From an optimization exercise on the open Yosys and OpenROAD flow, aimed at small area, a short achievable clock period and few clock cycles per item; shortcuts taken in it are not production practice. Where RTL was checked, it was by simulation tests only, not by an equivalence proof against the original.

== job 103 ==
==> flow/design.v <==
module cakeLane
#(
	parameter bit FallsDown = 1'b1,
	parameter logic [1:0] Speed = 2'd1,
	parameter logic [53:0] StartY = '0,
	parameter int NumWrap = 6,
	parameter logic [17:0] WrapOrder = '0
)(
	input logic update,
	input logic rst,
	input logic step,
	output logic [8:0] ringShift,
	output logic [8:0] driftShift,
	input logic [8:0] ringY,
	input logic [9:0] driftY,
	input logic qYHigh,
	output logic [5:0] rowHit
);
	localparam int CakesPerLane = 6;
	localparam int Ring = 480 / Speed;
	localparam int CakeSize = 20;
	localparam int CountW = FallsDown ? 9 : $clog2(Ring);
	logic [CountW-1:0] count;
	logic [7:0] drift;
	logic [2:0] wraps;
	logic [CakesPerLane-1:0] wrapped;
	logic atEdge;
	logic roundEnd;
	logic [CountW-1:0] countNext;
	logic [7:0] driftUp;
	if (Speed == 2'd2)
	begin : gShift2
		assign ringShift = 9'({count, 1'b0});
	end
	else
	begin : gShift1
		assign ringShift = 9'(count);
	end
	assign driftShift = {drift, 1'b0};
	function automatic logic inWindow9(input logic [8:0] pos, input int lo);
		int a;
		int b;
		a = (lo + 1) % 512;
		b = (lo + CakeSize - 1) % 512;
		if (a <= b)
			inWindow9 = (pos >= 9'(a)) && (pos <= 9'(b));
		else
			inWindow9 = (pos >= 9'(a)) || (pos <= 9'(b));
	endfunction
	function automatic logic inWindow10(input logic [9:0] pos, input int lo);
		int a;
		int b;
		a = (lo + 1) % 1024;
		b = (lo + CakeSize - 1) % 1024;
		if (a <= b)
			inWindow10 = (pos >= 10'(a)) && (pos <= 10'(b));
		else
			inWindow10 = (pos >= 10'(a)) || (pos <= 10'(b));
	endfunction
	function automatic logic [CountW-1:0] countAt(input int m);
		countAt = FallsDown ? CountW'((512 - m) % 512) : CountW'(m);
	endfunction
	function automatic int edgeMoves(input int w);
		int k;
		k = int'(StartY[9*WrapOrder[3*w +: 3] +: 9]) / int'(Speed);
		edgeMoves = FallsDown ? Ring - k : k;
	endfunction
	function automatic int wrapRank(input int c);
		wrapRank = CakesPerLane;
		for (int w = 0; w < NumWrap; w++)
			if (int'(WrapOrder[3*w +: 3]) == c)
				wrapRank = w;
	endfunction
	assign countNext[0] = !count[0];
	for (genvar i = 1; i < CountW; i++)
	begin : gCountNext
		if (FallsDown)
			assign countNext[i] = count[i] ^ !(|count[i-1:0]);
		else
			assign countNext[i] = count[i] ^ (&count[i-1:0]);
	end
	assign driftUp[0] = !drift[0];
	for (genvar i = 1; i < 8; i++)
	begin : gDriftUp
		assign driftUp[i] = drift[i] ^ (&drift[i-1:0]);
	end
	always_comb
	begin
		for (int c = 0; c < CakesPerLane; c++)
		begin
			int s;
			s = int'(StartY[9*c +: 9]);
			wrapped[c] = (wraps > 3'(wrapRank(c)));
			if (Speed != 2'd1 && s % 2 == 1)
				rowHit[c] = ({drift, 1'b0} > 9'(s)) ? inWindow10(driftY, s + 512) : inWindow10(driftY, s);
			else if (wrapped[c])
				rowHit[c] = !qYHigh && inWindow9(ringY, FallsDown ? s + 32 : s + 512 - 32);
			else
				rowHit[c] = !qYHigh && inWindow9(ringY, s);
		end
	end
	always_ff @(posedge update)
	begin
		if (rst)
		begin
			count <= '0;
			drift <= '0;
			wraps <= '0;
			atEdge <= 1'b0;
			roundEnd <= 1'b0;
		end
		else if (step)
		begin
			if (atEdge)
			begin
				wraps <= wraps + 3'd1;
				atEdge <= 1'b0;
			end
			else
			begin
				if (roundEnd)
				begin
					count <= '0;
					wraps <= '0;
				end
				else
					count <= countNext;
				drift <= driftUp;
				atEdge <= 1'b0;
				for (int w = 0; w < NumWrap; w++)
					if (!roundEnd && wraps == 3'(w) && count == countAt(edgeMoves(w) - 1))
						atEdge <= 1'b1;
				roundEnd <= !roundEnd && (count == countAt(Ring - 2));
			end
		end
	end
endmodule
module cakeRowAdd
#(
	parameter int W = 12
)(
	input logic [W-1:0] a,
	input logic [W-1:0] b,
	input logic cin,
	output logic [W-1:0] sum,
	output logic carry5
);
	logic [W-1:0] p0;
	logic [W-1:0] g;
	logic [W-1:0] p;
	always_comb
	begin
		p0 = a ^ b;
		g = a & b;
		p = p0;
		g[0] = g[0] | (p0[0] & cin);
		for (int d = 1; d < W; d = 2 * d)
			for (int i = W - 1; i >= d; i--)
			begin
				g[i] = g[i] | (p[i] & g[i-d]);
				p[i] = p[i] & p[i-d];
			end
		carry5 = g[4];
		sum[0] = p0[0] ^ cin;
		for (int i = 1; i < W; i++)
			sum[i] = p0[i] ^ g[i-1];
	end
endmodule
module pixelQueryFifo
(
	input logic update,
	input logic rst,
	input logic pixelReq,
	input logic stepLate,
	input logic [9:0] pixelX,
	input logic [9:0] pixelY,
	output logic pixelAck,
	input logic [35:0] laneRingShift,
	input logic [8:0] driftShift,
	output logic qValid,
	output logic [3:0] qLane,
	output logic qYHigh,
	output logic [35:0] qRingY,
	output logic [9:0] qDriftY,
	input logic qPop
);
	localparam int CakeSize = 20;
	localparam logic [39:0] LaneX = {10'd510, 10'd240, 10'd100, 10'd65};
	logic push;
	logic room;
	logic [3:0] inLane;
	logic takenValid;
	logic [3:0] takenLane;
	logic [9:0] takenY;
	logic [8:0] shiftNow;
	logic [8:0] shift;
	logic [9:0] frameNext;
	logic carry5;
	logic [3:0] ring2HighNext;
	logic [9:0] frame;
	logic [3:0] ring2High;
	assign room = !takenValid || qPop;
	assign push = pixelReq && !pixelAck && room && !stepLate;
	always_comb
	begin
		shiftNow = '0;
		for (int l = 0; l < 4; l++)
			shiftNow = shiftNow | (inLane[l] ? ((l == 2) ? driftShift : laneRingShift[9*l +: 9]) : 9'd0);
	end
	always_comb
	begin
		for (int l = 0; l < 4; l++)
			inLane[l] = (pixelX > LaneX[10*l +: 10]) && ({1'b0, pixelX} < {1'b0, LaneX[10*l +: 10]} + 11'(CakeSize));
	end
	always_ff @(posedge update)
	begin
		if (rst)
		begin
			pixelAck <= 1'b0;
			takenValid <= 1'b0;
			qValid <= 1'b0;
		end
		else
		begin
			if (push)
				pixelAck <= 1'b1;
			else if (!pixelReq)
				pixelAck <= 1'b0;
			if (push)
				takenValid <= 1'b1;
			else if (qPop)
				takenValid <= 1'b0;
			qValid <= takenValid && !qPop;
		end
	end
	always_ff @(posedge update)
	begin
		if (room)
		begin
			takenLane <= inLane;
			takenY <= pixelY;
			shift <= shiftNow;
		end
	end
	cakeRowAdd #(.W(10)) frameAdd (
		.a(takenY),
		.b({1'b0, shift}),
		.cin(1'b0),
		.sum(frameNext),
		.carry5(carry5)
	);
	logic [3:0] ring2High0;
	logic [3:0] ring2High1;
	assign ring2High0 = takenY[8:5] + laneRingShift[18+5 +: 4];
	assign ring2High1 = takenY[8:5] + laneRingShift[18+5 +: 4] + 4'd1;
	assign ring2HighNext = carry5 ? ring2High1 : ring2High0;
	always_ff @(posedge update)
	begin
		qLane <= takenLane;
		qYHigh <= takenY[9];
		frame <= frameNext;
		ring2High <= ring2HighNext;
	end
	always_comb
	begin
		qRingY = {frame[8:0], {ring2High, frame[4:0]}, frame[8:0], frame[8:0]};
		qDriftY = frame;
	end
endmodule
module cakeHitTester
(
	input logic update,
	input logic rst,
	input logic qValid,
	input logic [3:0] qLane,
	output logic qPop,
	input logic [23:0] rowHit,
	output logic hitReq,
	output logic [23:0] hitMask,
	input logic hitAck
);
	localparam int NumLanes = 4;
	localparam int CakesPerLane = 6;
	logic [5:0] cakeNow;
	logic [3:0] hitLane;
	logic [5:0] hitCake;
	always_comb
	begin
		cakeNow = '0;
		for (int l = 0; l < NumLanes; l++)
			cakeNow = cakeNow | (qLane[l] ? rowHit[l * CakesPerLane +: CakesPerLane] : '0);
	end
	assign qPop = qValid && !hitReq && !hitAck;
	always_ff @(posedge update)
	begin
		if (rst)
			hitReq <= 1'b0;
		else if (qPop)
			hitReq <= 1'b1;
		else if (hitAck)
			hitReq <= 1'b0;
	end
	always_ff @(posedge update)
	begin
		if (!hitReq)
		begin
			hitLane <= qLane;
			hitCake <= cakeNow;
		end
	end
	always_comb
	begin
		for (int l = 0; l < NumLanes; l++)
			hitMask[l * CakesPerLane +: CakesPerLane] = hitLane[l] ? hitCake : '0;
	end
endmodule
module cakeField
(
	input logic update,
	input logic rst,
	input logic step,
	input logic pixelReq,
	input logic [9:0] pixelX,
	input logic [9:0] pixelY,
	output logic pixelAck,
	output logic hitReq,
	output logic [23:0] hitMask,
	input logic hitAck
);
	localparam int NumLanes = 4;
	localparam logic [3:0] LaneFallsDown = 4'b1001;
	localparam logic [7:0] LaneSpeed = {2'd1, 2'd2, 2'd1, 2'd1};
	localparam logic [215:0] LaneStartY = {
		{9'd400, 9'd330, 9'd255, 9'd200, 9'd100, 9'd20},
		{9'd375, 9'd350, 9'd210, 9'd180, 9'd75, 9'd25},
		{9'd440, 9'd340, 9'd290, 9'd220, 9'd150, 9'd50},
		{9'd450, 9'd370, 9'd290, 9'd200, 9'd150, 9'd70}
	};
	localparam logic [15:0] LaneNumWrap = {4'd6, 4'd3, 4'd6, 4'd6};
	localparam logic [71:0] LaneWrapOrder = {
		{3'd0, 3'd1, 3'd2, 3'd3, 3'd4, 3'd5},
		{3'd0, 3'd0, 3'd0, 3'd4, 3'd3, 3'd2},
		{3'd5, 3'd4, 3'd3, 3'd2, 3'd1, 3'd0},
		{3'd0, 3'd1, 3'd2, 3'd3, 3'd4, 3'd5}
	};
	logic [23:0] rowHit;
	logic qValid;
	logic [3:0] qLane;
	logic qYHigh;
	logic qPop;
	logic [35:0] laneRingShift;
	logic [35:0] laneDriftShift;
	logic [35:0] qRingY;
	logic [9:0] qDriftY;
	logic stepLate;
	always_ff @(posedge update)
	begin
		if (rst)
			stepLate <= 1'b0;
		else
			stepLate <= step;
	end
	for (genvar g = 0; g < NumLanes; g++)
	begin : gLane
		cakeLane #(
			.FallsDown(LaneFallsDown[g]),
			.Speed(LaneSpeed[2*g +: 2]),
			.StartY(LaneStartY[54*g +: 54]),
			.NumWrap(int'(LaneNumWrap[4*g +: 4])),
			.WrapOrder(LaneWrapOrder[18*g +: 18])
		) lane (
			.update(update),
			.rst(rst),
			.step(stepLate),
			.ringShift(laneRingShift[9*g +: 9]),
			.driftShift(laneDriftShift[9*g +: 9]),
			.ringY(qRingY[9*g +: 9]),
			.driftY(qDriftY),
			.qYHigh(qYHigh),
			.rowHit(rowHit[6*g +: 6])
		);
	end
	pixelQueryFifo queryFifo (
		.update(update),
		.rst(rst),
		.pixelReq(pixelReq),
		.stepLate(stepLate),
		.pixelX(pixelX),
		.pixelY(pixelY),
		.pixelAck(pixelAck),
		.laneRingShift(laneRingShift),
		.driftShift(laneDriftShift[18 +: 9]),
		.qValid(qValid),
		.qLane(qLane),
		.qYHigh(qYHigh),
		.qRingY(qRingY),
		.qDriftY(qDriftY),
		.qPop(qPop)
	);
	cakeHitTester hitTester (
		.update(update),
		.rst(rst),
		.qValid(qValid),
		.qLane(qLane),
		.qPop(qPop),
		.rowHit(rowHit),
		.hitReq(hitReq),
		.hitMask(hitMask),
		.hitAck(hitAck)
	);
endmodule
Settings: LEC_CHECK=0, CAP_MARGIN=20, CORE_MARGIN=2, CORE_UTILIZATION=40, CTS_BUF_LIST=sky130_fd_sc_hd__clkbuf_4 sky130_fd_sc_hd__clkbuf_8, SETUP_SLACK_MARGIN=2.35, SLEW_MARGIN=20; clock period 4.5 ns.
standard.sh (not shown) runs the stock make flow with config.mk's settings and CLKGATE_MAP_FILE= SYNTH_SCRIPT=/design/flow/synth_recipe.tcl, a recipe that flattens the netlist after the stock synthesis.
==> flow/flow/run.sh <==
#!/bin/bash
# Own layout flow: the standard flow, with the port buffers made from
# plain buffers (the standard flow picks a slow delay cell for them) and
# with the resizer free to swap a cell for one of another footprint.
# Synthesis is the standard one except that it leaves adders to ABC
# instead of mapping them to the library's full/half adder cells
# (ADDER_MAP_FILE empty); registers and their names are unchanged.
set -euo pipefail
bash standard.sh ADDER_MAP_FILE= synth > synth.log 2>&1
bash standard.sh \
	ADDER_MAP_FILE= \
	"BUFFER_PORTS_ARGS=-buffer_cell sky130_fd_sc_hd__buf_2" \
	MATCH_CELL_FOOTPRINT=0 \
	finish > layout.log 2>&1
Job 103 went all the way through synthesis, placement and routing and the layout is clean on timing, DRC and antenna.
diff inputs: job 103 => job 105
diff --git a/flow/design.v b/flow/design.v
--- a/flow/design.v
+++ b/flow/design.v
@@ -281,14 +281,12 @@
 );
 	localparam int NumLanes = 4;
 	localparam int CakesPerLane = 6;
-	logic [5:0] cakeNow;
-	logic [3:0] hitLane;
-	logic [5:0] hitCake;
+	logic [23:0] hitNow;
 	always_comb
 	begin
-		cakeNow = '0;
 		for (int l = 0; l < NumLanes; l++)
-			cakeNow = cakeNow | (qLane[l] ? rowHit[l * CakesPerLane +: CakesPerLane] : '0);
+			for (int c = 0; c < CakesPerLane; c++)
+				hitNow[l * CakesPerLane + c] = qLane[l] && rowHit[l * CakesPerLane + c];
 	end
 	assign qPop = qValid && !hitReq && !hitAck;
 	always_ff @(posedge update)
@@ -303,15 +301,7 @@
 	always_ff @(posedge update)
 	begin
 		if (!hitReq)
-		begin
-			hitLane <= qLane;
-			hitCake <= cakeNow;
-		end
-	end
-	always_comb
-	begin
-		for (int l = 0; l < NumLanes; l++)
-			hitMask[l * CakesPerLane +: CakesPerLane] = hitLane[l] ? hitCake : '0;
+			hitMask <= hitNow;
 	end
 endmodule
 module cakeField
Notes after the runs:
Relative to job 103, part of the cycle the worst path needs has decreased by 2.8 points in job 105. Job 103 ended up with more cell instances than job 105 did. Measured against each other, job 105 and job 103 differ in design area, the higher figure coming from job 103. Job 103 leaves less setup margin than job 105. Detailed route wirelength on metal3, job 105 vs job 103: down by more than 10%. Compared with job 103, job 105 shows critical path buffer and inverter count lower by 1. Higher time the final worst path needs with I/O delays and setup goes to job 103 over job 105.
Testbench counts of job 105, summed over its fixed seeds: cycles 7,096, queries 3,072.
Only the layout flow was run in job 103; the RTL was not checked for function there.

==> afterwards: timing with drivers on the ports <==
Ports are ideal in the flow. The routed layouts listed here were re-timed in OpenROAD. Step 1 sets driving cells, clkbuf_16 on the clock port and buf_2 on the other inputs (assumed; they add their load-dependent delay and slew). Step 2 times the ports against the registers' clock, not the clock port: input delays grow and output delays shrink by t, the midpoint of the rising clock arrivals with the driver on. a / b / c = ideal ports / drivers / drivers and shift; a / b = the first two.
run	t, ns	setup slack, ns	hold WS [ns]	latest minus earliest clock arrival (ns)	pins driven straight from the clock port
job 103	0.476	2.335 / 2.309 / 1.991	0.347 / 0.347 / 0.347	0.010 / 0.010	1
job 105	0.480	2.460 / 2.460 / 2.016	0.353 / 0.353 / 0.353	0.013 / 0.013	1
After both steps setup and hold are still met in every run listed. For job 105, which loses most, drivers alone change the setup slack by 0.000 ns; drivers and shift together by -0.444 ns.
